Source: an optimization exercise on an open RTL-to-GDS flow (aim: small area). Production flows keep margins and buffers that such runs may drop. RTL that was checked went through simulation tests only; none was proved equivalent to the original. For run 3, only the layout was checked, not whether the RTL still works.

File: flow/run.sh
#!/bin/bash
# Layout: the standard flow (standard synthesis unchanged), with the input and
# output port buffers made of the smallest plain buffer cell.
set -euo pipefail
export BUFFER_PORTS_ARGS="-buffer_cell sky130_fd_sc_hd__buf_1"
bash standard.sh > standard_flow.log 2>&1
File: design.v
package xgmii_tx_pkg;
    localparam logic [7:0] xgmii_idle   = 8'h07;
    localparam logic [7:0] xgmii_start  = 8'hfb;
    localparam logic [7:0] xgmii_term   = 8'hfd;
    localparam logic [7:0] xgmii_error  = 8'hfe;
    localparam logic [7:0] eth_preamble = 8'h55;
    localparam logic [7:0] eth_sfd      = 8'hd5;
endpackage
module crc_xor2 (
    input  logic a_i,
    input  logic b_i,
    output logic y_o
);
    assign y_o = a_i ^ b_i;
endmodule
module crc_xnor2 (
    input  logic a_i,
    input  logic b_i,
    output logic y_o
);
    assign y_o = ~(a_i ^ b_i);
endmodule
module crc_aoi222 (
    input  logic a1_i, a2_i, b1_i, b2_i, c1_i, c2_i,
    output logic y_o
);
    assign y_o = ~((a1_i & a2_i) | (b1_i & b2_i) | (c1_i & c2_i));
endmodule
module crc_nand3 (
    input  logic a_i, b_i, c_i,
    output logic y_o
);
    assign y_o = ~(a_i & b_i & c_i);
endmodule
module crc32_step (
    input  logic [7:0]  x_i,     
    input  logic [31:8] c_i,     
    input  logic [7:0]  n_i,     
    output logic [7:0]  x_o,     
    output logic [31:0] c_o      
);
    logic a_p03, a_p14, a_r2, a_p12, a_r3, a_p26, a_r4, a_p37, a_r5, a_p45, a_p56, a_r7, b_q8, b_q9, b_q10, b_q11, b_q12, b_q13, b_q14, b_q15, b_q17, b_q18, b_q19, b_q20, b_s13_0, b_s15_0, b_s17_0, b_s17_1, b_s18_0, b_s19_0, b_s21_0, b_s21_1, b_s22_0, b_s24_0, b_s25_0, e0, e1, e2, e3, e4, e5, e6, e7;
    crc_xor2 u0 (.a_i(x_i[0]), .b_i(x_i[3]), .y_o(a_p03));
    crc_xor2 u1 (.a_i(x_i[1]), .b_i(x_i[4]), .y_o(a_p14));
    crc_xor2 u2 (.a_i(a_p14), .b_i(x_i[0]), .y_o(a_r2));
    crc_xor2 u3 (.a_i(x_i[1]), .b_i(x_i[2]), .y_o(a_p12));
    crc_xor2 u4 (.a_i(a_p12), .b_i(x_i[5]), .y_o(a_r3));
    crc_xor2 u5 (.a_i(x_i[2]), .b_i(x_i[6]), .y_o(a_p26));
    crc_xor2 u6 (.a_i(a_p03), .b_i(a_p26), .y_o(a_r4));
    crc_xor2 u7 (.a_i(x_i[3]), .b_i(x_i[7]), .y_o(a_p37));
    crc_xor2 u8 (.a_i(a_p14), .b_i(a_p37), .y_o(a_r5));
    crc_xor2 u9 (.a_i(x_i[4]), .b_i(x_i[5]), .y_o(a_p45));
    crc_xor2 u10 (.a_i(x_i[5]), .b_i(x_i[6]), .y_o(a_p56));
    crc_xor2 u11 (.a_i(a_p56), .b_i(x_i[0]), .y_o(a_r7));
    crc_xor2 u12 (.a_i(x_i[1]), .b_i(x_i[6]), .y_o(b_q8));
    crc_xor2 u13 (.a_i(x_i[0]), .b_i(x_i[4]), .y_o(b_q9));
    crc_xor2 u14 (.a_i(x_i[2]), .b_i(x_i[3]), .y_o(b_q10));
    crc_xor2 u15 (.a_i(x_i[7]), .b_i(b_q8), .y_o(b_q11));
    crc_xor2 u16 (.a_i(x_i[5]), .b_i(b_q9), .y_o(b_q12));
    crc_xor2 u17 (.a_i(x_i[4]), .b_i(x_i[7]), .y_o(b_q13));
    crc_xor2 u18 (.a_i(x_i[5]), .b_i(b_q10), .y_o(b_q14));
    crc_xor2 u19 (.a_i(x_i[3]), .b_i(b_q13), .y_o(b_q15));
    crc_xnor2 u20 (.a_i(x_i[0]), .b_i(b_q11), .y_o(c_o[30]));
    crc_xor2 u21 (.a_i(x_i[1]), .b_i(x_i[5]), .y_o(b_q17));
    crc_xor2 u22 (.a_i(b_q9), .b_i(b_q10), .y_o(b_q18));
    crc_xor2 u23 (.a_i(x_i[2]), .b_i(b_q8), .y_o(b_q19));
    crc_xor2 u24 (.a_i(x_i[6]), .b_i(b_q15), .y_o(b_q20));
    crc_xor2 u25 (.a_i(x_i[0]), .b_i(b_q17), .y_o(b_s13_0));
    crc_xor2 u26 (.a_i(x_i[7]), .b_i(b_q10), .y_o(b_s15_0));
    crc_xor2 u27 (.a_i(x_i[1]), .b_i(x_i[3]), .y_o(b_s17_0));
    crc_xor2 u28 (.a_i(b_q12), .b_i(b_s17_0), .y_o(b_s17_1));
    crc_xor2 u29 (.a_i(b_q12), .b_i(b_q19), .y_o(b_s18_0));
    crc_xor2 u30 (.a_i(b_q11), .b_i(b_q14), .y_o(b_s19_0));
    crc_xor2 u31 (.a_i(x_i[2]), .b_i(x_i[5]), .y_o(b_s21_0));
    crc_xor2 u32 (.a_i(b_q13), .b_i(b_s21_0), .y_o(b_s21_1));
    crc_xor2 u33 (.a_i(x_i[6]), .b_i(b_q14), .y_o(b_s22_0));
    crc_xor2 u34 (.a_i(x_i[2]), .b_i(x_i[7]), .y_o(b_s24_0));
    crc_xor2 u35 (.a_i(b_q12), .b_i(b_s24_0), .y_o(c_o[24]));
    crc_xor2 u36 (.a_i(x_i[0]), .b_i(b_q8), .y_o(b_s25_0));
    crc_xnor2 u37 (.a_i(b_q14), .b_i(b_s25_0), .y_o(c_o[25]));
    crc_xor2 u38 (.a_i(b_q11), .b_i(b_q18), .y_o(c_o[26]));
    crc_xor2 u39 (.a_i(b_q15), .b_i(b_q17), .y_o(c_o[27]));
    crc_xnor2 u40 (.a_i(x_i[6]), .b_i(b_q12), .y_o(c_o[28]));
    crc_xnor2 u41 (.a_i(x_i[5]), .b_i(c_o[30]), .y_o(c_o[29]));
    crc_xnor2 u42 (.a_i(x_i[1]), .b_i(x_i[7]), .y_o(c_o[31]));
    crc_xnor2 u43 (.a_i(c_i[16]), .b_i(b_q11), .y_o(c_o[8]));
    crc_xnor2 u44 (.a_i(c_i[17]), .b_i(x_i[7]), .y_o(c_o[9]));
    crc_xnor2 u45 (.a_i(c_i[18]), .b_i(x_i[2]), .y_o(c_o[10]));
    crc_xnor2 u46 (.a_i(c_i[19]), .b_i(x_i[3]), .y_o(c_o[11]));
    crc_xor2 u47 (.a_i(c_i[20]), .b_i(b_q9), .y_o(c_o[12]));
    crc_xnor2 u48 (.a_i(c_i[21]), .b_i(b_s13_0), .y_o(c_o[13]));
    crc_xnor2 u49 (.a_i(c_i[22]), .b_i(b_q19), .y_o(c_o[14]));
    crc_xnor2 u50 (.a_i(c_i[23]), .b_i(b_s15_0), .y_o(c_o[15]));
    crc_xor2 u51 (.a_i(c_i[24]), .b_i(b_q18), .y_o(c_o[16]));
    crc_xnor2 u52 (.a_i(c_i[25]), .b_i(b_s17_1), .y_o(c_o[17]));
    crc_xor2 u53 (.a_i(c_i[26]), .b_i(b_s18_0), .y_o(c_o[18]));
    crc_xor2 u54 (.a_i(c_i[27]), .b_i(b_s19_0), .y_o(c_o[19]));
    crc_xor2 u55 (.a_i(c_i[28]), .b_i(b_q20), .y_o(c_o[20]));
    crc_xor2 u56 (.a_i(c_i[29]), .b_i(b_s21_1), .y_o(c_o[21]));
    crc_xor2 u57 (.a_i(c_i[30]), .b_i(b_s22_0), .y_o(c_o[22]));
    crc_xor2 u58 (.a_i(c_i[31]), .b_i(b_q20), .y_o(c_o[23]));
    crc_xor2 u59 (.a_i(c_i[8]), .b_i(n_i[0]), .y_o(e0));
    crc_xnor2 u60 (.a_i(e0), .b_i(x_i[2]), .y_o(x_o[0]));
    crc_xor2 u61 (.a_i(x_o[0]), .b_i(n_i[0]), .y_o(c_o[0]));
    crc_xor2 u62 (.a_i(c_i[9]), .b_i(n_i[1]), .y_o(e1));
    crc_xor2 u63 (.a_i(e1), .b_i(a_p03), .y_o(x_o[1]));
    crc_xor2 u64 (.a_i(x_o[1]), .b_i(n_i[1]), .y_o(c_o[1]));
    crc_xor2 u65 (.a_i(c_i[10]), .b_i(n_i[2]), .y_o(e2));
    crc_xnor2 u66 (.a_i(e2), .b_i(a_r2), .y_o(x_o[2]));
    crc_xor2 u67 (.a_i(x_o[2]), .b_i(n_i[2]), .y_o(c_o[2]));
    crc_xor2 u68 (.a_i(c_i[11]), .b_i(n_i[3]), .y_o(e3));
    crc_xnor2 u69 (.a_i(e3), .b_i(a_r3), .y_o(x_o[3]));
    crc_xor2 u70 (.a_i(x_o[3]), .b_i(n_i[3]), .y_o(c_o[3]));
    crc_xor2 u71 (.a_i(c_i[12]), .b_i(n_i[4]), .y_o(e4));
    crc_xor2 u72 (.a_i(e4), .b_i(a_r4), .y_o(x_o[4]));
    crc_xor2 u73 (.a_i(x_o[4]), .b_i(n_i[4]), .y_o(c_o[4]));
    crc_xor2 u74 (.a_i(c_i[13]), .b_i(n_i[5]), .y_o(e5));
    crc_xor2 u75 (.a_i(e5), .b_i(a_r5), .y_o(x_o[5]));
    crc_xor2 u76 (.a_i(x_o[5]), .b_i(n_i[5]), .y_o(c_o[5]));
    crc_xor2 u77 (.a_i(c_i[14]), .b_i(n_i[6]), .y_o(e6));
    crc_xor2 u78 (.a_i(e6), .b_i(a_p45), .y_o(x_o[6]));
    crc_xor2 u79 (.a_i(x_o[6]), .b_i(n_i[6]), .y_o(c_o[6]));
    crc_xor2 u80 (.a_i(c_i[15]), .b_i(n_i[7]), .y_o(e7));
    crc_xnor2 u81 (.a_i(e7), .b_i(a_r7), .y_o(x_o[7]));
    crc_xor2 u82 (.a_i(x_o[7]), .b_i(n_i[7]), .y_o(c_o[7]));
endmodule
module crc32_step_last (
    input  logic [7:0]  x_i,     
    input  logic [31:8] c_i,     
    output logic [31:0] c_o      
);
    logic a_p03, a_p14, a_r2, a_p12, a_r3, a_p26, a_r4, a_p37, a_r5, a_p45, a_p56, a_r7, b_q8, b_q9, b_q10, b_q11, b_q12, b_q13, b_q14, b_q15, b_q17, b_q18, b_q19, b_q20, b_s13_0, b_s15_0, b_s17_0, b_s17_1, b_s18_0, b_s19_0, b_s21_0, b_s21_1, b_s22_0, b_s24_0, b_s25_0;
    crc_xor2 u0 (.a_i(x_i[0]), .b_i(x_i[3]), .y_o(a_p03));
    crc_xor2 u1 (.a_i(x_i[1]), .b_i(x_i[4]), .y_o(a_p14));
    crc_xor2 u2 (.a_i(a_p14), .b_i(x_i[0]), .y_o(a_r2));
    crc_xor2 u3 (.a_i(x_i[1]), .b_i(x_i[2]), .y_o(a_p12));
    crc_xor2 u4 (.a_i(a_p12), .b_i(x_i[5]), .y_o(a_r3));
    crc_xor2 u5 (.a_i(x_i[2]), .b_i(x_i[6]), .y_o(a_p26));
    crc_xor2 u6 (.a_i(a_p03), .b_i(a_p26), .y_o(a_r4));
    crc_xor2 u7 (.a_i(x_i[3]), .b_i(x_i[7]), .y_o(a_p37));
    crc_xor2 u8 (.a_i(a_p14), .b_i(a_p37), .y_o(a_r5));
    crc_xor2 u9 (.a_i(x_i[4]), .b_i(x_i[5]), .y_o(a_p45));
    crc_xor2 u10 (.a_i(x_i[5]), .b_i(x_i[6]), .y_o(a_p56));
    crc_xor2 u11 (.a_i(a_p56), .b_i(x_i[0]), .y_o(a_r7));
    crc_xor2 u12 (.a_i(x_i[1]), .b_i(x_i[6]), .y_o(b_q8));
    crc_xor2 u13 (.a_i(x_i[0]), .b_i(x_i[4]), .y_o(b_q9));
    crc_xor2 u14 (.a_i(x_i[2]), .b_i(x_i[3]), .y_o(b_q10));
    crc_xor2 u15 (.a_i(x_i[7]), .b_i(b_q8), .y_o(b_q11));
    crc_xor2 u16 (.a_i(x_i[5]), .b_i(b_q9), .y_o(b_q12));
    crc_xor2 u17 (.a_i(x_i[4]), .b_i(x_i[7]), .y_o(b_q13));
    crc_xor2 u18 (.a_i(x_i[5]), .b_i(b_q10), .y_o(b_q14));
    crc_xor2 u19 (.a_i(x_i[3]), .b_i(b_q13), .y_o(b_q15));
    crc_xnor2 u20 (.a_i(x_i[0]), .b_i(b_q11), .y_o(c_o[30]));
    crc_xor2 u21 (.a_i(x_i[1]), .b_i(x_i[5]), .y_o(b_q17));
    crc_xor2 u22 (.a_i(b_q9), .b_i(b_q10), .y_o(b_q18));
    crc_xor2 u23 (.a_i(x_i[2]), .b_i(b_q8), .y_o(b_q19));
    crc_xor2 u24 (.a_i(x_i[6]), .b_i(b_q15), .y_o(b_q20));
    crc_xor2 u25 (.a_i(x_i[0]), .b_i(b_q17), .y_o(b_s13_0));
    crc_xor2 u26 (.a_i(x_i[7]), .b_i(b_q10), .y_o(b_s15_0));
    crc_xor2 u27 (.a_i(x_i[1]), .b_i(x_i[3]), .y_o(b_s17_0));
    crc_xor2 u28 (.a_i(b_q12), .b_i(b_s17_0), .y_o(b_s17_1));
    crc_xor2 u29 (.a_i(b_q12), .b_i(b_q19), .y_o(b_s18_0));
    crc_xor2 u30 (.a_i(b_q11), .b_i(b_q14), .y_o(b_s19_0));
    crc_xor2 u31 (.a_i(x_i[2]), .b_i(x_i[5]), .y_o(b_s21_0));
    crc_xor2 u32 (.a_i(b_q13), .b_i(b_s21_0), .y_o(b_s21_1));
    crc_xor2 u33 (.a_i(x_i[6]), .b_i(b_q14), .y_o(b_s22_0));
    crc_xor2 u34 (.a_i(x_i[2]), .b_i(x_i[7]), .y_o(b_s24_0));
    crc_xor2 u35 (.a_i(b_q12), .b_i(b_s24_0), .y_o(c_o[24]));
    crc_xor2 u36 (.a_i(x_i[0]), .b_i(b_q8), .y_o(b_s25_0));
    crc_xnor2 u37 (.a_i(b_q14), .b_i(b_s25_0), .y_o(c_o[25]));
    crc_xor2 u38 (.a_i(b_q11), .b_i(b_q18), .y_o(c_o[26]));
    crc_xor2 u39 (.a_i(b_q15), .b_i(b_q17), .y_o(c_o[27]));
    crc_xnor2 u40 (.a_i(x_i[6]), .b_i(b_q12), .y_o(c_o[28]));
    crc_xnor2 u41 (.a_i(x_i[5]), .b_i(c_o[30]), .y_o(c_o[29]));
    crc_xnor2 u42 (.a_i(x_i[1]), .b_i(x_i[7]), .y_o(c_o[31]));
    crc_xnor2 u43 (.a_i(c_i[16]), .b_i(b_q11), .y_o(c_o[8]));
    crc_xnor2 u44 (.a_i(c_i[17]), .b_i(x_i[7]), .y_o(c_o[9]));
    crc_xnor2 u45 (.a_i(c_i[18]), .b_i(x_i[2]), .y_o(c_o[10]));
    crc_xnor2 u46 (.a_i(c_i[19]), .b_i(x_i[3]), .y_o(c_o[11]));
    crc_xor2 u47 (.a_i(c_i[20]), .b_i(b_q9), .y_o(c_o[12]));
    crc_xnor2 u48 (.a_i(c_i[21]), .b_i(b_s13_0), .y_o(c_o[13]));
    crc_xnor2 u49 (.a_i(c_i[22]), .b_i(b_q19), .y_o(c_o[14]));
    crc_xnor2 u50 (.a_i(c_i[23]), .b_i(b_s15_0), .y_o(c_o[15]));
    crc_xor2 u51 (.a_i(c_i[24]), .b_i(b_q18), .y_o(c_o[16]));
    crc_xnor2 u52 (.a_i(c_i[25]), .b_i(b_s17_1), .y_o(c_o[17]));
    crc_xor2 u53 (.a_i(c_i[26]), .b_i(b_s18_0), .y_o(c_o[18]));
    crc_xor2 u54 (.a_i(c_i[27]), .b_i(b_s19_0), .y_o(c_o[19]));
    crc_xor2 u55 (.a_i(c_i[28]), .b_i(b_q20), .y_o(c_o[20]));
    crc_xor2 u56 (.a_i(c_i[29]), .b_i(b_s21_1), .y_o(c_o[21]));
    crc_xor2 u57 (.a_i(c_i[30]), .b_i(b_s22_0), .y_o(c_o[22]));
    crc_xor2 u58 (.a_i(c_i[31]), .b_i(b_q20), .y_o(c_o[23]));
    crc_xnor2 u59 (.a_i(c_i[8]), .b_i(x_i[2]), .y_o(c_o[0]));
    crc_xor2 u60 (.a_i(c_i[9]), .b_i(a_p03), .y_o(c_o[1]));
    crc_xnor2 u61 (.a_i(c_i[10]), .b_i(a_r2), .y_o(c_o[2]));
    crc_xnor2 u62 (.a_i(c_i[11]), .b_i(a_r3), .y_o(c_o[3]));
    crc_xor2 u63 (.a_i(c_i[12]), .b_i(a_r4), .y_o(c_o[4]));
    crc_xor2 u64 (.a_i(c_i[13]), .b_i(a_r5), .y_o(c_o[5]));
    crc_xor2 u65 (.a_i(c_i[14]), .b_i(a_p45), .y_o(c_o[6]));
    crc_xnor2 u66 (.a_i(c_i[15]), .b_i(a_r7), .y_o(c_o[7]));
endmodule
module crc32_d64 (
    input  logic [31:0] inv_i,     
    input  logic [63:0] beat_i,
    input  logic [7:0]  sel_i,     
    input  logic        hold_i,
    output logic [31:0] inv_o
);
    logic [31:0] chain [9];
    logic [31:0] rot   [9];
    logic [31:0] p0, p1, p2;
    logic [7:0]  x  [8];     
    assign chain[0] = inv_i;
    for (genvar j = 0; j < 8; j++) begin : g_x0
        crc_xor2 u  (.a_i(inv_i[j]), .b_i(beat_i[j]), .y_o(x[0][j]));
    end
    for (genvar i = 0; i < 7; i++) begin : g_step
        crc32_step step (
            .x_i  (x[i]),
            .c_i  (chain[i][31:8]),
            .n_i  (beat_i[8*(i+1) +: 8]),
            .x_o  (x[i+1]),
            .c_o  (chain[i+1])
        );
    end
    crc32_step_last step7 (
        .x_i  (x[7]),
        .c_i  (chain[7][31:8]),
        .c_o  (chain[8])
    );
    always_comb begin
        rot[0] = '0;
        for (int n = 1; n <= 8; n++) begin
            for (int p = 0; p < 4; p++) begin
                rot[n][8*p +: 8] = chain[n][8*((p - n) & 3) +: 8];
            end
        end
    end
    for (genvar b = 0; b < 32; b++) begin : g_sel
        crc_aoi222 s0 (.a1_i(sel_i[0]), .a2_i(rot[1][b]), .b1_i(sel_i[1]), .b2_i(rot[2][b]),
                       .c1_i(sel_i[2]), .c2_i(rot[3][b]), .y_o(p0[b]));
        crc_aoi222 s1 (.a1_i(sel_i[3]), .a2_i(rot[4][b]), .b1_i(sel_i[4]), .b2_i(rot[5][b]),
                       .c1_i(sel_i[5]), .c2_i(rot[6][b]), .y_o(p1[b]));
        crc_aoi222 s2 (.a1_i(sel_i[6]), .a2_i(rot[7][b]), .b1_i(sel_i[7]), .b2_i(rot[8][b]),
                       .c1_i(hold_i),   .c2_i(inv_i[b]),  .y_o(p2[b]));
        crc_nand3  s3 (.a_i(p0[b]), .b_i(p1[b]), .c_i(p2[b]), .y_o(inv_o[b]));
    end
endmodule
module xgmii_ao221 (
    input  logic a1_i, a2_i, b1_i, b2_i, c1_i,
    output logic y_o
);
    assign y_o = (a1_i & a2_i) | (b1_i & b2_i) | c1_i;
endmodule
module xgmii_tail_pack (
    input  logic        start_i,
    input  logic        data_i,
    input  logic        tail_i,
    input  logic        term_i,
    input  logic        err_i,
    input  logic [7:0]  keep_i,
    input  logic [63:0] beat_i,    
    input  logic [31:0] fcs_i,     
    output logic [63:0] d_o,
    output logic [7:0]  c_o
);
    logic       tail_ok, tail_err;
    logic [8:0] k;                   
    logic [7:0] sel_d, sel_r;        
    logic [7:0] is_t;                
    logic [7:0] ctl;                 
    logic [7:0] is_i;                
    logic [7:0] ch [8];              
    assign tail_ok  = tail_i & ~err_i;
    assign tail_err = tail_i & err_i;
    assign k        = {1'b0, keep_i};
    always_comb begin
        for (int j = 0; j < 8; j++) begin
            if (j == 0)      sel_d[j] = data_i | tail_ok;
            else if (j == 7) sel_d[j] = data_i | (tail_ok & k[7]);
            else             sel_d[j] = data_i | tail_err | (tail_ok & k[j]);
            if (j == 0)      sel_r[j] = term_i & k[4];
            else if (j < 4)  sel_r[j] = (tail_ok & ~k[j]) | (term_i & k[j+4]);
            else             sel_r[j] = tail_ok & ~k[j] & k[j-4];
            if (j < 4)       is_t[j] = term_i & k[j+3] & ~k[j+4];
            else if (j == 4) is_t[j] = term_i & k[7];
            else if (j < 7)  is_t[j] = tail_ok & k[j-5] & ~k[j-4];
            else             is_t[j] = (tail_ok & k[2] & ~k[3]) | tail_err;
            ctl[j]  = ~(sel_d[j] | sel_r[j]);
            is_i[j] = ctl[j] & ~(is_t[j] | start_i | (j == 0 && tail_err));
        end
        ch[0][0]   = ctl[0] & ~tail_err;
        ch[0][1]   = ctl[0] & ~is_t[0];
        ch[0][2]   = ctl[0] & ~start_i;
        ch[0][7:3] = {5{ctl[0] & ~is_i[0]}};
        for (int j = 1; j < 7; j++) begin
            ch[j][0] = ctl[j];
            ch[j][1] = is_i[j];
            ch[j][2] = ctl[j];
            ch[j][3] = is_t[j];
            ch[j][4] = is_t[j] | start_i;
            ch[j][5] = is_t[j];
            ch[j][6] = is_t[j] | start_i;
            ch[j][7] = is_t[j];
        end
        ch[7][0] = ctl[7];
        ch[7][1] = is_i[7];
        ch[7][2] = ctl[7];
        ch[7][3] = is_t[7];
        ch[7][4] = is_t[7] | start_i;
        ch[7][5] = is_t[7];
        ch[7][6] = is_t[7] | start_i;
        ch[7][7] = is_t[7] | start_i;
        for (int j = 0; j < 8; j++) begin
            c_o[j] = ctl[j] & ~(start_i && j != 0);
        end
    end
    for (genvar j = 0; j < 8; j++) begin : g_lane
        for (genvar b = 0; b < 8; b++) begin : g_bit
            xgmii_ao221 o (.a1_i(sel_d[j]), .a2_i(beat_i[8*j+b]), .b1_i(sel_r[j]),
                           .b2_i(fcs_i[8*(j%4)+b]), .c1_i(ch[j][b]), .y_o(d_o[8*j+b]));
        end
    end
endmodule
module tx_frame_ctrl (
    input  logic       rst,
    input  logic       tvalid_i,
    input  logic       tlast_i,
    input  logic       err_i,
    input  logic [7:0] keep_i,
    input  logic       tready_i,
    input  logic       start_i,     
    input  logic       data_i,      
    input  logic       last_i,      
    input  logic       tail_i,      
    input  logic       term_i,      
    output logic       tready_o,
    output logic       start_o,
    output logic       data_o,
    output logic       last_o,
    output logic       tail_o,
    output logic       term_o,
    output logic [7:0] sel_o,       
    output logic       hold_o       
);
    logic accept;
    logic beat;      
    logic more;      
    assign accept = tvalid_i & tready_i;
    assign beat   = start_i | data_i;
    assign more   = tail_i & ~err_i & keep_i[3];
    assign start_o  = ~rst & accept & ~beat;
    assign data_o   = ~rst & accept & beat;
    assign last_o   = ~rst & accept & tlast_i;
    assign tail_o   = ~rst & last_i;
    assign term_o   = ~rst & more;
    assign tready_o = ~rst & (tready_i ? ~(accept & tlast_i) : ~(last_i | more));
    always_comb begin
        for (int k = 0; k < 7; k++) begin
            sel_o[k] = beat & last_i & keep_i[k] & ~keep_i[k+1];
        end
        sel_o[7] = beat & (~last_i | keep_i[7]);
    end
    assign hold_o = tail_i | term_i;
endmodule
module axis_xgmii_tx (
    input  logic        clk,
    input  logic        rst,
    input  logic [63:0] tdata_i,
    input  logic [7:0]  tkeep_i,
    input  logic        tvalid_i,
    input  logic        tlast_i,
    input  logic        tuser_i,
    output logic        tready_o,
    output logic [63:0] xgmii_d_o,
    output logic [7:0]  xgmii_c_o
);
    logic [63:0] d1_q;      
    logic [63:0] d2_q;      
    logic [31:0] crc_q;     
    logic [31:0] crc_d;
    logic [7:1]  keep_q;    
    logic        err_q;
    logic        tready_q, start_q, data_q, last_q, tail_q, term_q;
    logic        tready_d, start_d, data_d, last_d, tail_d, term_d;
    logic        hold;
    logic [7:0]  sel;
    tx_frame_ctrl ctrl0 (
        .rst      (rst),
        .tvalid_i (tvalid_i),
        .tlast_i  (tlast_i),
        .err_i    (err_q),
        .keep_i   ({keep_q, 1'b1}),
        .tready_i (tready_q),
        .start_i  (start_q),
        .data_i   (data_q),
        .last_i   (last_q),
        .tail_i   (tail_q),
        .term_i   (term_q),
        .tready_o (tready_d),
        .start_o  (start_d),
        .data_o   (data_d),
        .last_o   (last_d),
        .tail_o   (tail_d),
        .term_o   (term_d),
        .sel_o    (sel),
        .hold_o   (hold)
    );
    crc32_d64 crc0 (
        .inv_i  (crc_q),
        .beat_i (d1_q),
        .sel_i  (sel),
        .hold_i (hold),
        .inv_o  (crc_d)
    );
    xgmii_tail_pack pack0 (
        .start_i (start_q),
        .data_i  (data_q),
        .tail_i  (tail_q),
        .term_i  (term_q),
        .err_i   (err_q),
        .keep_i  ({keep_q, 1'b1}),
        .beat_i  (d2_q),
        .fcs_i   (crc_q),
        .d_o     (xgmii_d_o),
        .c_o     (xgmii_c_o)
    );
    assign tready_o = tready_q;
    always_ff @(posedge clk) begin
        d1_q     <= tdata_i;
        d2_q     <= d1_q;
        crc_q    <= crc_d;
        tready_q <= tready_d;
        start_q  <= start_d;
        data_q   <= data_d;
        last_q   <= last_d;
        tail_q   <= tail_d;
        term_q   <= term_d;
    end
    always_ff @(posedge clk) begin
        if (tready_q) begin
            keep_q <= tkeep_i[7:1];
            err_q  <= tuser_i;
        end
    end
endmodule
File: config.mk
export PLATFORM = sky130hd
export DESIGN_NAME = axis_xgmii_tx
export DESIGN_NICKNAME = axis_xgmii_tx
export VERILOG_FILES = /design/flow/design.v
export SDC_FILE = /design/flow/constraint.sdc
export NUM_CORES = 4
export LEC_CHECK = 0
export CAP_MARGIN = 20
export CORE_MARGIN = 2
export CORE_UTILIZATION = 55
export CTS_BUF_LIST = sky130_fd_sc_hd__clkbuf_8
export GPL_TIMING_DRIVEN = 1
export SETUP_SLACK_MARGIN = 0.05
export SLEW_MARGIN = 20
export SYNTH_HIERARCHICAL = 1
File: standard.sh
#!/bin/bash
# synth_recipe.tcl (not shown) runs the flow's synth.tcl, then flattens the netlist and writes it again
# the make line also repeats each setting of config.mk as NAME=value (left out here)
make -C /OpenROAD-flow-scripts/flow DESIGN_CONFIG=/design/flow/config.mk WORK_HOME=/design/flow/orfs CLKGATE_MAP_FILE= SYNTH_SCRIPT=/design/flow/synth_recipe.tcl "${@:-finish}"
File: constraint.sdc
create_clock -name core_clock -period 9.0 [get_ports {clk}]
set_input_delay 1.8000 -clock core_clock [delete_from_list [all_inputs] [get_ports {clk}]]
set_output_delay 1.8000 -clock core_clock [all_outputs]
set_load 0.01 [all_outputs]
==> notes.md, run 1 <==
RSZ-0062 raised after global routing -> no
Main combinational cell family by area after synthesis -> XOR/XNOR gates
CTS buffer count -> 17
CP max stage delay -> 480 ps
Post-synthesis simple-gate area fraction -> 5.226%
Clock Latency Late Sink -> 460 ps
Synth Area in Compound Gates -> 14.97%
CP Depth -> 30
First-pass GRT wire length -> 62000 um
Type of the worst setup path -> register to register
Antenna cells -> 0
Mux contribution to synthesized area -> 0%
Commonest non-fill, non-tap cell in the layout -> xor2_1
Syn Area/Cell -> 10.32 sq um
CP required -> 9330 ps
Status -> no timing/DRC/antenna violations
GP Congestion -> 1.007
Setup crit end kind -> register
Root Buffer -> clkbuf_8
Clock slew at reported path FFs -> 100 ps
Chip height -> 150.1 um
Hold Path Class -> register to register
YS warnings -> 17
Initial DRC count -> 1620
CTS tree -> yes
CTS Buffer Depth -> 2
Drt first pass iters -> 8
R2R Setup Slk -> 610 ps
Hold buffers post-CTS -> 0
DIE AREA -> 22520 sq um
Yosys reg bits -> 174
Worst setup path endpoint -> crc_q[17]
Worst slew margin -> 22.45%
Setup WS post-layout -> 608.2 ps
Post-synth EDFFs -> 8
Drc violations -> 0
Most frequent cells in the layout -> xor2_1 (517), dfxtp_1 (166), buf_1 (148), xnor2_1 (123), a222oi_1 (96)
Initial antenna violation count -> 0
Tcrit/Tclk final -> 93.24%
Fraction of layout cells with a size suffix above 1 -> 11.28%
Antenna-violating nets left -> 0
Hold Violations, Final -> 0
Family with the most delay on the worst path -> XOR/XNOR gates
I/O pins -> 150
Setup Viol. Count Final -> 0
Worst R2R Path Depth -> 30
CP bufs+invs -> 4
Dpl hpwl -> 33470 um
Synth Area in XOR/XNOR -> 48.97%
Routed len/inst -> 25.75 um
Critical path startpoint category -> register
Adder-Cell Fraction of Synth Area -> 0%
Setup TNS -> 0 ps
Initial Util -> 55.99%
Die W -> 150.1 um
Max Fclk -> 119.2 MHz
Yosys cell types -> 37
Std cell rows -> 53
Critical Path Source -> crc_q[1]
Core area -> 20960 sq um
Capturing point of the worst reg2reg path -> crc_q[17]
Post-Layout Cell Count -> 1684
Synthesis-to-finish area growth -> 18.44%
Synth Instances -> 1137
Slowest cell on crit path -> dfxtp_1
Post-placement setup slack -> 689.8 ps
CP dominant cell by count -> xor2_1
Pin count of the biggest net entering global routing -> 33
Skew final -> 10.80 ps
Post-synthesis cell area -> 11730 sq um
GRT Total Usage -> 38.11%
Maxcap violations -> 0
Final nets -> 1473
Worst-path fanout max -> 9
Filler cells -> 1819
Clk sinks -> 174
CP arrival -> 8720 ps
Total grt overflow -> 0
Inst Count DP -> 1652
Vias in the first global route -> 9596
Async set-reset flop share out of synthesis -> 0%
Slew Limit Fails -> 0
Register area share after synthesis -> 30.37%
PortBufs -> 148
Routed via count -> 10278
Vias/cell -> 6.103
Htree depth -> 4
RR Startpoint -> crc_q[1]
Crit path time final -> 8392 ps
Slew @ Worst Pin -> 1161 ps
Ys flop type -> dfxtp_1
Final wirelength -> 43370 um
[timing repair]
action | CTS | global route
endpoints found under the setup margin | 0 | 8
setup buffers | 0 | 0
resized for setup | 0 | 2
[Yosys cell counts (3+ instances only)]
| library cell | instances | area, sq um |
|---|---|---|
| xnor2_1 | 136 | 1191 |
| nand2_1 | 8 | 30.03 |
| buf_2 | 4 | 20.02 |
| dfxtp_1 | 166 | 3323 |
| inv_1 | 6 | 22.52 |
| o21ai_0 | 9 | 45.04 |
| xor2_1 | 520 | 4554 |
| or2_2 | 6 | 37.54 |
| edfxtp_1 | 8 | 240.2 |
| a222oi_1 | 96 | 960.9 |
| nor3b_2 | 6 | 75.07 |
| nor2_1 | 28 | 105.1 |
| nand2b_1 | 9 | 56.30 |
| nor2b_1 | 3 | 18.77 |
| nor3_1 | 9 | 45.04 |
| a221o_1 | 64 | 640.6 |
| nand3_1 | 32 | 160.2 |
[cells by family (layout without fill, tap and decap cells)]
family,count (synthesis),in the layout
AOI/OAI and AO/OA,183,183
xor gates and xnor gates,656,656
buffers and inverters,12,281
DFF,174,174
other,1,4
and+or+nand+nor,111,111
[worst min-delay path by stage]
| stage | start | end | slack, ps | depth (start not counted) |
|---|---|---|---|---|
| finish | d1_q[0] | d2_q[0] | 370 | 0 |
| global route | d1_q[0] | d2_q[0] | 380 | 0 |
| CTS | d1_q[0] | d2_q[0] | 370 | 0 |
| detailed placement | d1_q[0] | d2_q[0] | 360 | 0 |
| global placement | d1_q[0] | d2_q[0] | 360 | 0 |
| floorplan | d1_q[0] | d2_q[0] | 350 | 0 |
[stage by stage]
| stage | util [%] | hold slack [ps] | instance area [sq um] |
|---|---|---|---|
| floorplan | - | 348.9 | 11860 |
| global route | 66.31 | 379.4 | 13900 |
| global placement | 64.35 | 355.4 | 13480 |
| finish | 66.31 | 368.7 | 13900 |
| detailed placement | 64.35 | 356.0 | 13480 |
| CTS | 66.22 | 369.1 | 13880 |
[Yosys stat by module (local to each module, per instance), a selection]
module           cell area [sq um]  cells inside  flip-flops and latches  copies in the design
crc_xor2                     8.758             1                       0                   520
xgmii_ao221                  10.01             1                       0                    64
crc_nand3                    5.005             1                       0                    32
xgmii_tail_pack              481.7            90                       0                     1
crc_xnor2                    8.758             1                       0                   136
axis_xgmii_tx                 3567           175                     174                     1
tx_frame_ctrl                176.4            24                       0                     1
crc_aoi222                   10.01             1                       0                    96
[cell type report]
type                    instances  area, sq um  area share, %
multi-input cells             954         8304          59.76
flip-flops and latches        174         3563          25.64
well taps                     275        344.1          2.476
inverters                       6        22.52         0.1621
repair buffers                243         1269          9.130
clock inverters                15        158.9          1.144
clock buffers                  17        234.0          1.684
[registers in the layout, indices dropped and copies added, names as in the netlist, 7 cells and up]
name / cells
d1_q: 64
d2_q: 64
crc_q: 32
keep_q: 7
[routing by layer]
| layer | GRT usage (%) | part of all wire, % | vias to the layer above |
|---|---|---|---|
| met5 | 0 | 0 | - |
| met1 | 51.62 | 42 | 4952 |
| li1 | - | - | 4625 |
| met2 | 59.38 | 45 | 615 |
| met4 | 18.73 | 5.2 | 0 |
| met3 | 5.488 | 8.1 | 86 |
==> run 2, diff against run 1 <==
==> flow/run.sh (replaced) <==
#!/bin/bash
# Layout: the standard synthesis unchanged, then the standard flow for the rest with
# the input and output port buffers made of the smallest plain buffer cell and the larger
# plain buffers left out of placement and timing repair.
set -euo pipefail
bash standard.sh synth > standard_synth.log 2>&1
export BUFFER_PORTS_ARGS="-buffer_cell sky130_fd_sc_hd__buf_1"
export DONT_USE_CELLS="sky130_fd_sc_hd__buf_4 sky130_fd_sc_hd__buf_6 sky130_fd_sc_hd__buf_8"
bash standard.sh > standard_flow.log 2>&1
==> run 2 against run 1 <==
  * Sequential share of layout area is the same
  * Fmax is the same
  * Utilization is the same
  * Flip-flop and latch count is the same
  * First-iteration DRC count is the same
==> notes.md, run 2 <==
Status -> no timing/DRC/antenna violations
Antenna-violating nets left -> 0 (unchanged)
Slowest cell on crit path -> dfxtp_1
Synthesis-to-finish area growth -> 18.44% (unchanged)
Dpl hpwl -> 33470 um (unchanged)
Register area share after synthesis -> 30.37% (unchanged)
Chip height -> 150.1 um (unchanged)
CP max stage delay -> 480 ps (about the same)
Synth Instances -> 1137 (unchanged)
Vias/cell -> 6.103 (unchanged)
Post-synth top area cell -> xor2_1
Die W -> 150.1 um (unchanged)
Capturing point of the worst reg2reg path -> crc_q[17]
Antenna cells -> 0 (unchanged)
Drt first pass iters -> 8 (unchanged)
Post-synth EDFFs -> 8 (unchanged)
Hold buffers post-CTS -> 0 (unchanged)
Initial antenna violation count -> 0 (unchanged)
Setup Viol. Count Final -> 0 (unchanged)
Tcrit/Tclk final -> 93.24% (unchanged)
Hold slack -> 368.7 ps (unchanged)
Hold_sp -> d1_q[0]
RSZ-0062 raised after global routing -> no
Synth top area share -> 38.82% (unchanged)
Drc violations -> 0 (unchanged)
Hold Violations, Final -> 0 (unchanged)
CTS Buffer Depth -> 2 (unchanged)
CP dominant cell by count -> xor2_1
First-pass GRT wire length -> 62000 um (unchanged)
CTS buffer count -> 17 (unchanged)
DIE AREA -> 22520 sq um (unchanged)
GRT Total Usage -> 38.11% (unchanged)
Post-synthesis simple-gate area fraction -> 5.226% (unchanged)
Worst slew margin -> 22.45% (unchanged)
Async set-reset flop share out of synthesis -> 0% (unchanged)
Clk sinks -> 174 (unchanged)
Adder-Cell Fraction of Synth Area -> 0% (unchanged)
Hold Path Class -> register to register
Mux contribution to synthesized area -> 0% (unchanged)
RR Startpoint -> crc_q[1]
Top post-synthesis cells by area -> xor2_1 (39%), dfxtp_1 (28%), xnor2_1 (10%), a222oi_1 (8.2%), a221o_1 (5.5%)
Area of the multi-input gates -> 8304 sq um (unchanged)
Worst-path fanout max -> 9 (unchanged)
Commonest non-fill, non-tap cell in the layout -> xor2_1
Post-CTS setup buffers -> 0 (unchanged)
Routed len/inst -> 25.75 um (unchanged)
Htree depth -> 4 (unchanged)
Hold EP -> d2_q[0]
Setup TNS -> 0 ps (unchanged)
Top post-synthesis cells by count -> xor2_1 (520), dfxtp_1 (166), xnor2_1 (136)
Clock Latency Late Sink -> 460 ps (about the same)
Syn Area/Cell -> 10.32 sq um (unchanged)
Yosys reg bits -> 174 (unchanged)
Final nets -> 1473 (unchanged)
Synth Area in Compound Gates -> 14.97% (unchanged)
CTS tree -> yes
WHS Path Cells -> 0 (unchanged)
Skew final -> 10.80 ps (unchanged)
Filler cells -> 1819 (unchanged)
Critical path startpoint category -> register
Main combinational cell family by area after synthesis -> XOR/XNOR gates
Root Buffer -> clkbuf_8
Final wirelength -> 43370 um (unchanged)
Post-synthesis cell area -> 11730 sq um (unchanged)
Worst R2R Path Depth -> 30 (unchanged)
Slew @ Worst Pin -> 1161 ps (unchanged)
Total grt overflow -> 0 (unchanged)
Synth Area in XOR/XNOR -> 48.97% (unchanged)
Ys flop type -> dfxtp_1
Type of the worst setup path -> register to register
Post-CTS resize count -> 0 (unchanged)
Max Fclk -> 119.2 MHz (unchanged)
CP required -> 9330 ps (about the same)
Routed via count -> 10278 (unchanged)
Biggest regs -> d1_q: 64 flops, d2_q: 64 flops, crc_q: 32 flops
Setup crit end kind -> register
PortBufs -> 148 (unchanged)
Initial DRC count -> 1620 (unchanged)
Crit path time final -> 8392 ps (unchanged)
I/O pins -> 150 (unchanged)
Most frequent cells in the layout -> xor2_1 (517), dfxtp_1 (166), buf_1 (148), xnor2_1 (123), a222oi_1 (96)
R2R Setup Slk -> 610 ps (about the same)
YS warnings -> 17 (unchanged)
Std cell rows -> 53 (unchanged)
Yosys cell types -> 37 (unchanged)
Slew Limit Fails -> 0 (unchanged)
Core area -> 20960 sq um (unchanged)
GP Congestion -> 1.007 (unchanged)
Post-placement setup slack -> 689.8 ps (unchanged)
CP arrival -> 8720 ps (about the same)
Fraction of layout cells with a size suffix above 1 -> 11.28% (unchanged)
Maxcap violations -> 0 (unchanged)
Vias in the first global route -> 9596 (unchanged)
Clock slew at reported path FFs -> 100 ps (about the same)
Sequential Area -> 3563 sq um (unchanged)
Initial Util -> 55.99% (unchanged)
Setup WS post-layout -> 608.2 ps (unchanged)
Pin count of the biggest net entering global routing -> 33 (unchanged)
Count leader, synth -> xor2_1
[run 2: cell counts after synthesis]
Identical to the previous run, type by type.
[run 2: worst max-delay path by stage]
stage | from | end | slack (ps) | cells past startpoint
3_5_place_dp | crc_q[1] | crc_q[22] | 690 | 30
4_1_cts | crc_q[1] | crc_q[22] | 610 | 30
5_1_grt | crc_q[1] | crc_q[23] | 80 | 30
6_report | crc_q[1] | crc_q[17] | 610 | 30
3_3_place_gp | crc_q[1] | crc_q[17] | 760 | 30
2_1_floorplan | crc_q[5] | crc_q[22] | 100 | 27
[run 2: cell families after synthesis]
| family | after synthesis |
|---|---|
| AND/OR/NAND/NOR | 111 |
| XOR/XNOR | 656 |
| buffers and inverters | 12 |
| AO/OA/AOI/OAI | 183 |
| other | 1 |
| flip-flops | 174 |
[run 2: metrics by stage]
stage / cells / util (%) / instance area, sq um
floorplan: 1140 / - / 11860
global placement: 1652 / 64.35 / 13480
detailed placement: 1652 / 64.35 / 13480
CTS: 1684 / 66.22 / 13880
global route: 1684 / 66.31 / 13900
finish: 1684 / 66.31 / 13900
[run 2: critical path, delay by kind of cell (launching register included)]
kind	cells	cell delay [ps]
XOR/XNOR	24	6550
AO/OA/AOI/OAI	1	260
buffers and inverters	4	870
AND/OR/NAND/NOR	1	120
flip-flops	1	480
[run 2: routing by layer]
metal | vias up | GRT usage [%] | part of all wire [%] | routed length [um]
li1 | 4625 | - | - | -
met1 | 4952 | 51.62 | 42 | 18270
met2 | 615 | 59.38 | 45 | 19330
met3 | 86 | 5.488 | 8.1 | 3514
met4 | 0 | 18.73 | 5.2 | 2259
met5 | - | 0 | 0 | 0
[run 2: cell type report]
| cell class | instances | share of cell area [%] |
|---|---|---|
| sequential | 174 | 25.64 |
| tap | 275 | 2.476 |
| multi-input combinational | 954 | 59.76 |
| inverter | 6 | 0.1621 |
| clock buffer | 17 | 1.684 |
| timing repair buffer | 243 | 9.130 |
| clock inverter | 15 | 1.144 |
[run 2: modules after synthesis (local to each module, per instance), excerpt]
module / cell area, sq um / copies in the design / cells / flops+latches
xgmii_tail_pack: 481.7 / 1 / 90 / 0
crc_xor2: 8.758 / 520 / 1 / 0
crc_xnor2: 8.758 / 136 / 1 / 0
xgmii_ao221: 10.01 / 64 / 1 / 0
crc_aoi222: 10.01 / 96 / 1 / 0
crc_nand3: 5.005 / 32 / 1 / 0
tx_frame_ctrl: 176.4 / 1 / 24 / 0
axis_xgmii_tx: 3567 / 1 / 175 / 174
==> run 3, diff against run 2 <==
--- a/design.v
+++ b/design.v
@@ -380,3 +380,5 @@
     logic [31:0] crc_d;
-    logic [7:1]  keep_q;    
+    logic [2:0]  cnt_q;     
+    logic [2:0]  cnt;
+    logic [7:0]  keep;      
     logic        err_q;
@@ -391,3 +393,3 @@
         .err_i    (err_q),
-        .keep_i   ({keep_q, 1'b1}),
+        .keep_i   (keep),
         .tready_i (tready_q),
@@ -420,3 +422,3 @@
         .err_i   (err_q),
-        .keep_i  ({keep_q, 1'b1}),
+        .keep_i  (keep),
         .beat_i  (d2_q),
@@ -427,2 +429,9 @@
     assign tready_o = tready_q;
+    assign cnt[2] = tkeep_i[4];
+    assign cnt[1] = (tkeep_i[2] & ~tkeep_i[4]) | tkeep_i[6];
+    assign cnt[0] = (tkeep_i[1] & ~tkeep_i[2]) | (tkeep_i[3] & ~tkeep_i[4]) |
+                    (tkeep_i[5] & ~tkeep_i[6]) | tkeep_i[7];
+    always_comb begin
+        for (int j = 0; j < 8; j++) keep[j] = (cnt_q >= 3'(j));
+    end
     always_ff @(posedge clk) begin
@@ -440,3 +449,3 @@
         if (tready_q) begin
-            keep_q <= tkeep_i[7:1];
+            cnt_q  <= cnt;
             err_q  <= tuser_i;
==> flow/run.sh (replaced) <==
#!/bin/bash
# Layout: the standard flow (standard synthesis unchanged), with the input and
# output port buffers made of the smallest plain buffer cell.
set -euo pipefail
export BUFFER_PORTS_ARGS="-buffer_cell sky130_fd_sc_hd__buf_1"
bash standard.sh > standard_flow.log 2>&1
==> run 3 against run 2 <==
  * Synthesized area down 0.29%
  * Synthesized cell count grew 0.79%
  * Cell area is 2.0% higher
  * Flip-flop and latch count decreased by 4
  * Critical path depth grew 3
  * Register-to-register slack got worse by 350 ps
  * Global-route usage increased by 3.5 points
  * Die area is 0.28% lower
  * Sequential share of layout area is 1.3 points lower
  * First-iteration DRC count is 1.1% higher
  * Clock-buffer cell count up 1
==> notes.md, run 3 <==
Synthesis-to-finish area growth -> 21.14%
Crit path time final -> 8738 ps (+346.2 ps)
Fraction of layout cells with a size suffix above 1 -> 14.33% (+3.1 points)
Initial DRC count -> 1638 (+1.1%)
Setup WS post-layout -> 262.0 ps (-346.2 ps)
CP arrival -> 9090 ps (+370 ps)
Type of the worst setup path -> register to register
Die W -> 149.8 um (-0.14%)
Status -> no timing/DRC/antenna violations
Drc violations -> 0 (unchanged)
Core area -> 20960 sq um (unchanged)
PortBufs -> 148 (unchanged)
Std cell rows -> 53 (unchanged)
Skew final -> 20.21 ps (+9.413 ps)
Family with the most delay on the worst path -> XOR/XNOR gates
Post-placement setup slack -> 630.8 ps (-59.01 ps)
Routed via count -> 10893 (+6.0%)
Initial antenna violation count -> 0 (unchanged)
GP Congestion -> 1.036 (+2.9%)
Yosys cell types -> 40 (+8.1%)
Antenna-violating nets left -> 0 (unchanged)
DIE AREA -> 22450 sq um (-0.28%)
Grt met2 use -> 63.61% (+4.2 points)
Root Buffer -> clkbuf_8
CP dominant cell by count -> xor2_1
Antenna cells -> 0 (unchanged)
Post-synth top area cell -> xor2_1
Initial Util -> 55.83% (-0.16 points)
Hold Path Class -> register to register
Pin count of the biggest net entering global routing -> 33 (unchanged)
Post-synth EDFFs -> 4 (-4)
CTS Buffer Depth -> 2 (unchanged)
Vias in the first global route -> 10381 (+8.2%)
GR Util met3 -> 12.35% (+6.9 points)
GRT Max-Usage Layer -> met2
CP required -> 9350 ps (+20 ps)
WHS Path Cells -> 0 (unchanged)
Worst slew margin -> 17.84% (-4.6 points)
Final wirelength -> 47130 um (+8.7%)
Clock Latency Late Sink -> 480 ps (+20 ps)
Worst R2R Path Depth -> 33 (+10%)
Hold buffers post-CTS -> 0 (unchanged)
Clk sinks -> 170 (-2.3%)
Register area share after synthesis -> 29.43% (-0.94 points)
First-pass GRT wire length -> 66590 um (+7.4%)
Dpl hpwl -> 35220 um (+5.2%)
YS warnings -> 17 (unchanged)
R2R Setup Slk -> 260 ps (-350 ps)
Critical path startpoint category -> register
Hold Violations, Final -> 0 (unchanged)
Setup crit end kind -> register
Synth Instances -> 1146 (+0.79%)
Post-CTS setup buffers -> 0 (unchanged)
Met1 usage -> 53.02% (+1.4 points)
CTS buffer count -> 17 (unchanged)
I/O pins -> 150 (unchanged)
Final nets -> 1522 (+3.3%)
GRT Total Usage -> 41.62% (+3.5 points)
Post-CTS resize count -> 0 (unchanged)
Final Util -> 67.63% (+1.3 points)
Drt first pass iters -> 10 (+2)
Max Fclk -> 114.4 MHz (-4.0%)
Chip height -> 149.8 um (-0.14%)
Hold EP -> d2_q[4]
Tcrit/Tclk final -> 97.09% (+3.8 points)
Hold_sp -> d1_q[4]
Syn Area/Cell -> 10.21 sq um (-1.1%)
Ys flop type -> dfxtp_1
Synth top area share -> 38.93% (+0.11 points)
RR Startpoint -> crc_q[3]
Clock slew at reported path FFs -> 100 ps (about the same)
Maxcap violations -> 0 (unchanged)
Routed len/inst -> 27.19 um (+5.6%)
Vias/cell -> 6.286 (+3.0%)
Slew @ Worst Pin -> 1224 ps (+63.45 ps)
Commonest non-fill, non-tap cell in the layout -> xor2_1
Slowest cell on crit path -> dfxtp_1
Async set-reset flop share out of synthesis -> 0% (unchanged)
Total grt overflow -> 0 (unchanged)
Capturing point of the worst reg2reg path -> crc_q[18]
Count leader, synth -> xor2_1
Biggest regs -> d1_q: 64 flops, d2_q: 64 flops, crc_q: 32 flops
Slew Limit Fails -> 0 (unchanged)
Top post-synthesis cells by area -> xor2_1 (39%), dfxtp_1 (28%), xnor2_1 (10%), a222oi_1 (8.2%), a221o_1 (5.5%)
Setup Viol. Count Final -> 0 (unchanged)
CP bufs+invs -> 7 (+3)
Yosys reg bits -> 170 (-2.3%)
RSZ-0062 raised after global routing -> yes
Setup TNS -> 0 ps (unchanged)
Htree depth -> 4 (unchanged)
CTS tree -> yes
Worst-path fanout max -> 8 (-1)
Most frequent cells in the layout -> xor2_1 (512), dfxtp_1 (166), buf_1 (148), buf_4 (135), xnor2_1 (123)
Post-synthesis cell area -> 11700 sq um (-0.29%)
CP max stage delay -> 440 ps (-40 ps)
Top post-synthesis cells by count -> xor2_1 (520), dfxtp_1 (166), xnor2_1 (136)
[run 3: Yosys stat by module (local to each module, per instance), excerpt]
module / area, sq um / cells inside / times used / flip-flops and latches
axis_xgmii_tx: 3533 / 184 / 1 / 170
crc_aoi222: 10.01 / 1 / 96 / 0
crc_nand3: 5.005 / 1 / 32 / 0
crc_xnor2: 8.758 / 1 / 136 / 0
crc_xor2: 8.758 / 1 / 520 / 0
tx_frame_ctrl: 176.4 / 24 / 1 / 0
xgmii_ao221: 10.01 / 1 / 64 / 0
xgmii_tail_pack: 481.7 / 90 / 1 / 0
[run 3: kinds of logic (layout without fill, tap and decap cells)]
| family | after synthesis | in the layout | synth area share, % |
|---|---|---|---|
| AND/OR/NAND/NOR | 119 | 119 | 5.722 |
| XOR/XNOR | 656 | 656 | 49.11 |
| buffers and inverters | 14 | 323 | 0.4920 |
| flip-flops | 170 | 170 | 29.43 |
| other | 1 | 4 | 0.03205 |
| AO/OA/AOI/OAI | 186 | 186 | 15.21 |
[run 3: worst max-delay path by stage]
stage                     startpoint   endpoint  cells past startpoint
final                       crc_q[3]  crc_q[18]                     33
after global routing        crc_q[3]  crc_q[19]                     32
after CTS                   crc_q[2]  crc_q[18]                     31
after detailed placement    crc_q[2]  crc_q[18]                     31
after global placement      crc_q[0]  crc_q[18]                     30
after floorplan             crc_q[5]  crc_q[22]                     27
[run 3: worst register-to-register path, delay by kind of cell (launching register included)]
family	cells	cell delay [ps]
AO/OA/AOI/OAI	1	270
XOR/XNOR	24	6250
buffers and inverters	7	1570
flip-flops	1	440
AND/OR/NAND/NOR	1	120
[run 3: area by class of cell]
cell class | instances | area (sq um)
well taps | 275 | 344.1
clock buffers | 18 | 247.7
flip-flops and latches | 170 | 3443
clock inverters | 14 | 112.6
multi-input cells | 965 | 8409
fillers | 1799 | 6783
inverters | 7 | 26.28
repair buffers | 284 | 1589
[run 3: routing by layer]
metal  wire length (um)  share of wire (%)
met4               2866                6.1
met5                  0                  0
met3               5562                 12
met1              18170                 39
met2              20530                 44
[run 3: metrics by stage]
step / cell area [sq um] / std cells / hold WS, ps
CTS: 14130 / 1733 / 364.1
global placement: 13770 / 1701 / 353.8
floorplan: 11820 / 1149 / 348.9
global route: 14170 / 1733 / 374.5
finish: 14170 / 1733 / 362.8
detailed placement: 13770 / 1701 / 360.6

-- port drivers added, routing unchanged --
How much do the figures lean on ideal ports? The routed layouts below were timed once more, with nothing changed but the port constraints.
Step 1 (the two cells are an assumption about what drives the block):
set clk [get_ports {clk}]
set_driving_cell -lib_cell sky130_fd_sc_hd__clkbuf_16 $clk
set_driving_cell -lib_cell sky130_fd_sc_hd__buf_2 [delete_from_list [all_inputs] $clk]
Step 2 adds t to the input delays and takes it off the output delays; t is the mean of the earliest and latest rising clock arrival at the registers after step 1. Input paths then give back, and output paths get back, about the clock's delay inside the block.
Slacks: no drivers / after step 1 / after step 2; pairs: no drivers / after step 1.
run	shift t [ns]	setup WS [ns]	worst hold slack (ns)	worst setup path at the end	worst slew at a driven data input, ns
run 1	0.506	0.608 / 0.608 / 0.608	0.369 / 0.369 / 0.369	register to register	0.04
run 2	0.506	0.608 / 0.608 / 0.608	0.369 / 0.369 / 0.369	register to register	0.04
run 3	0.512	0.262 / 0.262 / 0.262	0.363 / 0.363 / 0.363	register to register	0.03
After both steps every run listed still meets setup and hold.
